Background: an optimization exercise with open tools, aiming at small area, a short achievable clock period and few clock cycles per item. Do not read the settings as production practice. In this exercise RTL edits were held to simulation tests only and were not proved equivalent to the original. Power and IR drop assume default switching activity.

## build 13
## toroidal_life_grid_engine_core
module toroidal_life_grid_engine_core (
    input  logic       i_clk,
    input  logic       i_rst_n,
    input  logic       s_axis_tvalid,
    output logic       s_axis_tready,
    input  logic [15:0] s_axis_tdata,   
    input  logic [2:0] s_axis_tuser,    
    output logic       m_axis_tvalid,
    input  logic       m_axis_tready,
    output logic [7:0] m_axis_tdata     
);
Size: roughly 2900 cells after synthesis, roughly 560 flip-flops, ~33 I/O pins, about 37000 µm² of cells after synthesis.
==> flow/config.mk <==
export PLATFORM = sky130hd
export DESIGN_NAME = toroidal_life_grid_engine_core
export DESIGN_NICKNAME = toroidal_life_grid_engine_core
export VERILOG_FILES = /design/flow/design.v
export SDC_FILE = /design/flow/constraint.sdc
export NUM_CORES = 4
export LEC_CHECK = 0
export CAP_MARGIN = 20
export CORE_MARGIN = 2
export CORE_UTILIZATION = 40
export PLACE_DENSITY = 0.8
export SETUP_SLACK_MARGIN = 2.15
export SLEW_MARGIN = 20
export SYNTH_HIERARCHICAL = 1
export SYNTH_MINIMUM_KEEP_SIZE = 0
==> flow/constraint.sdc <==
create_clock -name core_clock -period 5.0 [get_ports {i_clk}]
set_input_delay 1.0000 -clock core_clock [delete_from_list [all_inputs] [get_ports {i_clk}]]
set_output_delay 1.0000 -clock core_clock [all_outputs]
set_load 0.01 [all_outputs]
run.sh (not shown) runs the stock make flow with config.mk's settings and CLKGATE_MAP_FILE= SYNTH_SCRIPT=/design/flow/synth_recipe.tcl, a recipe that flattens the netlist after the stock synthesis.
Build 13 completed; timing, DRC and antenna clean
Testbench counts of build 13, summed over its fixed seeds: cycles 5,843, items 4,800.
For build 6, these inputs were changed with respect to build 13:
- CORE_UTILIZATION now 60, was 40
- PLACE_DENSITY no longer set, was 0.8
- SETUP_SLACK_MARGIN now 2.0, was 2.15
==> comparison <==
Comparing build 6 against build 13, there is no change at all in remaining routing DRC violations. Taking build 13 as the reference, in build 6 total power now sits at about the same level; total via count in the routed design went down by 344; non-clock buffer share of cell area grew by 0.27 points; multi-input logic area neither gained nor lost much. [build 6] areal power density over the cells rose 6.1 nW/µm² relative to build 13. Build 6 ended up with fewer standard cells than build 13. Of build 6 and build 13, it is build 6 that has the lower die height. met2 demand-to-capacity share in global routing, build 6 and build 13, lower one = build 13.
What build 11 does differently from build 6 at the input level:
- CORE_UTILIZATION: 60 -> 40
Results
- The routed length on met1 number comes out lower for build 6 vs build 11.
- For sequential share of layout area, build 11 and build 6 come out practically identical.
- STATUS worst setup margin: build 11 wins against build 6
- On first-pass GRT wire length: between build 11 and build 6, it ends up lower for build 6.
- Clock power improves in build 11 relative to build 6.
- Critical path depth (higher): build 11
- | post-layout total power | build 11 vs build 6 | 1.6% lower |
- Routed wire length sits higher in build 11 than in build 6.
- Delay of the slowest critical-path stage: build 11 < build 6
- Compare build 11 and build 6 | non-clock buffer total of the final layout lower: build 6
- Fraction of layout cells with a size suffix above 1 essentially unchanged between build 6 and build 11.
#### Input delta (build 2 over build 11)
- SETUP_SLACK_MARGIN changed from 2.0 to 2.1
- GPL_ROUTABILITY_DRIVEN newly set to 0
- PLACE_DENSITY newly set to 0.7
==> run notes <==
- Total length of routed met3 wires: lower on build 11
- Comparing build 2 against build 11, there is no change at all in overall die area.
- Part of the power in combinational logic delta (build 11 -> build 2): insignificant
- The worst hold slack reported for build 2 is smaller than that of build 11 by 6.9 ps.
- Between build 2 and build 11, it is build 2 whose area growth from synthesis to final layout is higher, by 1.3 points.
- On final net count, build 2 and build 11 are neck and neck.
- On number of diodes added for antenna fixing, the higher figure sits with build 11, not build 2.
- On clock buffer count, the lower figure sits with build 11, not build 2.

---

run 1:
toroidal_life_grid_engine_core again, from the RTL that the note above started with.
make LEC_CHECK=0 CAP_MARGIN=5 CORE_MARGIN=2 CORE_UTILIZATION=40 PLACE_DENSITY=0.88 SETUP_SLACK_MARGIN=2.0 SLEW_MARGIN=5 SYNTH_HIERARCHICAL=1 SYNTH_MINIMUM_KEEP_SIZE=0 finish   # period 5.0 ns
Run 1 completed; timing, DRC and antenna clean
Testbench counts of run 1, summed over its fixed seeds: cycles 5,843, items 4,800.
diff inputs: run 1 => run 2
- PLACE_DENSITY: 0.88 -> 0.8
### Flow results
Side by side, worst hold slack turned out lower in run 2 than in run 1. For run 1, the destination of the critical timing path was r_live[8][5], unlike run 2, where it was r_live[8][1]. More vias were needed by run 1 than by run 2. Run 2 against run 1: clock-buffer cell count increased by 24% relative to the old numbers, worst vdd rail ir drop decreased by 0.000034 V relative to the old numbers. Sort run 1 and run 2 by number of antenna violations at the first check in global routing asc -> top: run 2. Summary: with run 1 as the reference, fmax in run 2 moved up slightly. Wire length of the first global-routing pass came out lower on run 2 than on run 1. NOTE design area run 1->run 2 increased slightly.
#### Input delta (run 3 over run 2)
- SLEW_MARGIN now 20, was 5
- CAP_MARGIN now 20, was 5
Results
Delta (run 3 minus run 2): worst hold slack fell by 4.6 ps, buffering stage count on the worst path with inverters included rose by 1, worst supply voltage drop on vdd rose by about 13%, part of the power in registers stayed essentially flat. Cells: run 3 has fewer instances than run 2. Diff run 2 and run 3: via count of the first global-routing pass lower in run 2.
--- input diff run 3..run 4 ---
- swapping 20 for 5 in CAP_MARGIN
- swapping 2.0 for 1.9 in SETUP_SLACK_MARGIN
- swapping 20 for 5 in SLEW_MARGIN
[summary]
- Both conditions hold for run 4: the flow ran to the end and the final layout passed the timing, design-rule and antenna checks.
- Per the comparison of run 4 with run 3, count of clock buffers in the final design decreased by about 9% relative to the old numbers, power density normalized to cell area decreased by about 0.33% relative to the old numbers, routed wire length on met2 increased by about 1% relative to the old numbers.

---

Another version of the RTL of toroidal_life_grid_engine_core (not shown whole).
Size: about 2,800 cells after synthesis, roughly 590 flip-flops, roughly 33 I/O pins, ~38,000 um2 of cells after synthesis.
// toroidal_life_grid_engine_core
module toroidal_life_grid_engine_core (
    input  logic       i_clk,
    input  logic       i_rst_n,
    input  logic       s_axis_tvalid,
    output logic       s_axis_tready,
    input  logic [15:0] s_axis_tdata,   
    input  logic [2:0] s_axis_tuser,    
    output logic       m_axis_tvalid,
    input  logic       m_axis_tready,
    output logic [7:0] m_axis_tdata     
);
Settings: LEC_CHECK=0, CAP_MARGIN=5, CORE_MARGIN=2, CORE_UTILIZATION=40, PLACE_DENSITY=0.8, SETUP_SLACK_MARGIN=2.0, SLEW_MARGIN=5, SYNTH_HIERARCHICAL=1, SYNTH_MINIMUM_KEEP_SIZE=0; clock period 5.0 ns.
The first run completed with no timing, DRC or antenna violations.
Testbench counts at the start, summed over its fixed seeds: cycles 5,843, items 4,800.
==> next run, changes <==
Settings changed: CAP_MARGIN 5 to 20, CORE_UTILIZATION 40 to 55, PLACE_DENSITY 0.8 to default, SETUP_SLACK_MARGIN 2.0 to 1.8, SLEW_MARGIN 5 to 20.
After rerunning:
- critical path depth went down by 2
- worst hold slack is better by 0.013 ns
- global-route usage rises by 13 points
- utilization rises by 16 points
- routed wire length grows by about 7%
- fmax drops by about 6%
- setup slack is worse by 0.19 ns
- count of clock-buffer cells in the layout rises by 16
- via count fell by 2.6%
- final area drops by 2.1%
- non-clock buffer count falls by 65

---

toroidal_life_grid_engine_core again, from the RTL that the note above started with.
// toroidal_life_grid_engine_core
module toroidal_life_grid_engine_core (
    input  logic       i_clk,
    input  logic       i_rst_n,
    input  logic       s_axis_tvalid,
    output logic       s_axis_tready,
    input  logic [15:0] s_axis_tdata,   
    input  logic [2:0] s_axis_tuser,    
    output logic       m_axis_tvalid,
    input  logic       m_axis_tready,
    output logic [7:0] m_axis_tdata     
);
make LEC_CHECK=0 CAP_MARGIN=20 CORE_MARGIN=2 CORE_UTILIZATION=40 SETUP_SLACK_MARGIN=2.0 SLEW_MARGIN=20 SYNTH_HIERARCHICAL=1 SYNTH_MINIMUM_KEEP_SIZE=0 finish   # period 5.0 ns
The first run finished clean.
Testbench counts at the start, summed over its fixed seeds: cycles 5,843, items 4,800.
Edit:
Settings changed: CORE_UTILIZATION 40 to 55, SETUP_SLACK_MARGIN 2.0 to 2.2, TNS_END_PERCENT from default to 0.
What happened: The changed run went through all stages and came out clean. Routed wire length rose by 2.2%. Design area rose by 4.0%. Worst setup slack is better by 0.13 ns. Synthesized area is unchanged. Worst hold slack is worse by 0.025 ns. Core utilization rose by 20 points. Cell count fell by 4.6%. Critical path depth rose by 2. Count of clock-buffer cells in the layout rose by 6.

[separate check: timing with driven ports]
No port has a modelled driver above. Below, the same layouts with a new extraction and two added sets of constraints.
Step 1 sets driving cells, clkbuf_16 on the clock port and buf_2 on the other inputs (assumed; they add their load-dependent delay and slew).
Step 2 adds t to the input delays and takes it off the output delays; t is the mean of the earliest and latest rising clock arrival at the registers after step 1. Input paths then give back, and output paths get back, about the clock's delay inside the block.
Three values: no drivers, after step 1, after step 2; two values: the first two.
run | t (ns) | setup slack, ns | worst hold slack (ns) | worst slew at a driven data input, ns
build 13 | 0.701 | 1.850 / 1.850 / 1.523 | 0.441 / 0.441 / 0.441 | 0.05
build 6 | 0.671 | 1.878 / 1.878 / 1.614 | 0.461 / 0.461 / 0.461 | 0.07
build 11 | 0.704 | 1.925 / 1.925 / 1.536 | 0.457 / 0.457 / 0.457 | 0.09
build 2 | 0.695 | 1.915 / 1.915 / 1.595 | 0.450 / 0.450 / 0.450 | 0.05
run 1 | 0.694 | 1.894 / 1.894 / 1.652 | 0.469 / 0.469 / 0.469 | 0.05
run 2 | 0.706 | 1.944 / 1.944 / 1.605 | 0.462 / 0.462 / 0.462 | 0.04
run 3 | 0.700 | 1.861 / 1.861 / 1.608 | 0.457 / 0.457 / 0.457 | 0.05
run 4 | 0.708 | 1.844 / 1.844 / 1.596 | 0.451 / 0.451 / 0.451 | 0.04
the first run of note 3 | 0.696 | 1.956 / 1.956 / 1.594 | 0.427 / 0.427 / 0.427 | 0.05
the second run of note 3 | 0.681 | 1.771 / 1.771 / 1.601 | 0.440 / 0.440 / 0.440 | 0.06
the first run of note 4 | 0.678 | 1.993 / 1.993 / 1.512 | 0.467 / 0.467 / 0.467 | 0.09
the second run of note 4 | 0.684 | 2.121 / 2.121 / 1.606 | 0.442 / 0.442 / 0.442 | 0.10
After both steps every run listed still meets setup and hold. The setup slack of the second run of note 4, which loses most, moves by 0.000 ns with the drivers and by -0.515 ns with both steps.
